This is an optimization exercise on Yosys and OpenROAD, whose aim is small area, not a production implementation.
Where RTL was checked, it was by simulation tests only, not by an equivalence proof against the original.

==> flow/design.v (excerpt) <==
module fir_sym_filter (
    input  logic               clk,
    input  logic               rst,
    input  logic               in_valid,
    input  logic               in_last,
    input  logic signed [15:0] in_sample,
    output logic               out_valid,
    output logic               out_last,
    output logic signed [31:0] out_sample
);
Size: about 970 cells after synthesis, roughly 310 flip-flops, about 54 I/O pins, ~0.017 mm^2 of cells after synthesis.
export LEC_CHECK = 0
export CAP_MARGIN = 20
export CORE_MARGIN = 2
export CORE_UTILIZATION = 40
export CTS_BUF_LIST = sky130_fd_sc_hd__clkbuf_4 sky130_fd_sc_hd__clkbuf_8
export CTS_CLUSTER_DIAMETER = 60
export CTS_CLUSTER_SIZE = 20
export SLEW_MARGIN = 20
export SYNTH_HIERARCHICAL = 1
export SYNTH_MINIMUM_KEEP_SIZE = 0
create_clock -name core_clock -period 6.5 [get_ports {clk}]
run.sh (not shown) runs the stock make flow with config.mk's settings and CLKGATE_MAP_FILE= SYNTH_SCRIPT=/design/flow/synth_recipe.tcl, a recipe that flattens the netlist after the stock synthesis.
The first run completed without violations.
Change:
--- a/flow/design.v
+++ b/flow/design.v
@@ -22,18 +22,18 @@
     assign s  = a ^ b;
     assign co = a & b;
 endmodule
 `default_nettype wire
 `timescale 1ns/1ps
 `default_nettype none
 module fir_tap_chain (
     input  logic signed [15:0] x0, x2, x3, x4, x5, x6, x8,
-    output logic [15:0] y_lo,      
-    output logic [12:0] y_h0, y_h1,   
+    output logic [19:0] y_lo,      
+    output logic [8:0] y_h0, y_h1,   
     output logic        y_c        
 );
     logic signed [16:0] a, b, c;
     logic [28:0] r0, r1;
     logic a_c1;
     fir_ha u_a_ha0 (.a(x0[0]), .b(x8[0]), .s(a[0]), .co(a_c1));
     logic a_c2;
     fir_fa u_a_fa1 (.a(x0[1]), .b(x8[1]), .c(a_c1), .s(a[1]), .co(a_c2));
@@ -649,19 +649,19 @@
     logic fs243, fc243;
     fir_fa u_fa243 (.a(fs219), .b((~fc193)), .c(fc218), .s(fs243), .co(fc243));
     logic fs244, fc244;
     fir_fa u_fa244 (.a(fs196), .b(fs220), .c(fc219), .s(fs244), .co(fc244));
     logic fs245, fc245;
     fir_fa u_fa245 (.a(fc196), .b(c[16]), .c(fc220), .s(fs245), .co(fc245));
     assign r0 = {1'b1, ~c[16], fs245, fs244, fs243, fs242, fs241, fs240, fs239, fs238, fs237, fs236, fs235, fs234, fs233, fs232, fs231, fs230, fs229, fs228, fs227, fs226, fs225, fs224, fs223, fs222, fs221, b[1], b[0]};
     assign r1 = {1'b0, fc245, fc244, fc243, fc242, fc241, fc240, fc239, fc238, fc237, fc236, fc235, fc234, fc233, fc232, fc231, fc230, fc229, fc228, fc227, fc226, fc225, fc224, fc223, fc222, fc221, hc13, hs13, 1'b0};
-    assign {y_c, y_lo} = 17'(r0[15:0]) + 17'(r1[15:0]);
-    assign y_h0 = r0[28:16];
-    assign y_h1 = r1[28:16];
+    assign {y_c, y_lo} = 21'(r0[19:0]) + 21'(r1[19:0]);
+    assign y_h0 = r0[28:20];
+    assign y_h1 = r1[28:20];
 endmodule
 `default_nettype wire
 `timescale 1ns/1ps
 `default_nettype none
 module fir_fold_line #(
     parameter int              LINE_LEN = 16,
     parameter logic [15:0]     INV_MASK = 16'hE3FF
 ) (
@@ -750,19 +750,19 @@
     output logic               out_last,
     output logic signed [31:0] out_sample
 );
     logic               step;
     logic               flushing;
     logic               warm8;
     logic signed [15:0] head;
     logic [255:0]       line;
-    logic [15:0]      y_lo, y_lo_q;       
-    logic [12:0]      y_h0, y_h1;         
-    logic [12:0]      y_h0_q, y_h1_q;
+    logic [19:0]      y_lo, y_lo_q;       
+    logic [8:0]      y_h0, y_h1;         
+    logic [8:0]      y_h0_q, y_h1_q;
     logic               y_c, y_c_q;         
     logic [28:0]        y_sum;
     fir_flush_ctrl u_ctrl (
         .clk       (clk),
         .rst       (rst),
         .in_valid  (in_valid),
         .in_last   (in_last),
         .step      (step),
@@ -795,12 +795,12 @@
     always_ff @(posedge clk) begin
         if (step) begin
             y_lo_q <= y_lo;
             y_h0_q <= y_h0;
             y_h1_q <= y_h1;
             y_c_q  <= y_c;
         end
     end
-    assign y_sum      = {y_h0_q + y_h1_q + 13'(y_c_q), y_lo_q};
+    assign y_sum      = {y_h0_q + y_h1_q + 9'(y_c_q), y_lo_q};
     assign out_sample = {{3{y_sum[28]}}, y_sum};
 endmodule
 `default_nettype wire
- The new run completed with no timing, DRC or antenna violations
- routed wire length is higher by 4.4%
- utilization climbs by 0.31 points
- design area rises by 0.69%
- die area hardly moves
- sequential share of layout area is lower by 0.94 points
- via count grows by 3.5%
- synthesized area stays flat
- global-route usage climbs by 0.71 points
- setup slack degrades by 0.28 ns
For the second run of this note, only the layout was checked, not whether the RTL still works.

[port drivers added, routing unchanged]
The results above use ideal ports. As a check the final layouts listed here were re-extracted and re-timed, cells and wires unchanged.
Step 1 (the two cells are an assumption about what drives the block):
set clk [get_ports {clk}]
set_driving_cell -lib_cell sky130_fd_sc_hd__clkbuf_16 $clk
set_driving_cell -lib_cell sky130_fd_sc_hd__buf_2 [delete_from_list [all_inputs] $clk]
Step 2 adds t to the input delays and takes it off the output delays; t is the mean of the earliest and latest rising clock arrival at the registers after step 1. Input paths then give back, and output paths get back, about the clock's delay inside the block.
a / b / c = ideal / step 1 / step 2; a / b = the first two.
run | t (ns) | setup WS [ns] | latest minus earliest clock arrival (ns) | cell pins on the clock port's net
the first run | 0.677 | 0.478 / 0.478 / 0.478 | 0.031 / 0.031 | 1
the second run | 0.670 | 0.197 / 0.197 / 0.197 | 0.045 / 0.045 | 1
After both steps every run listed still meets setup and hold.
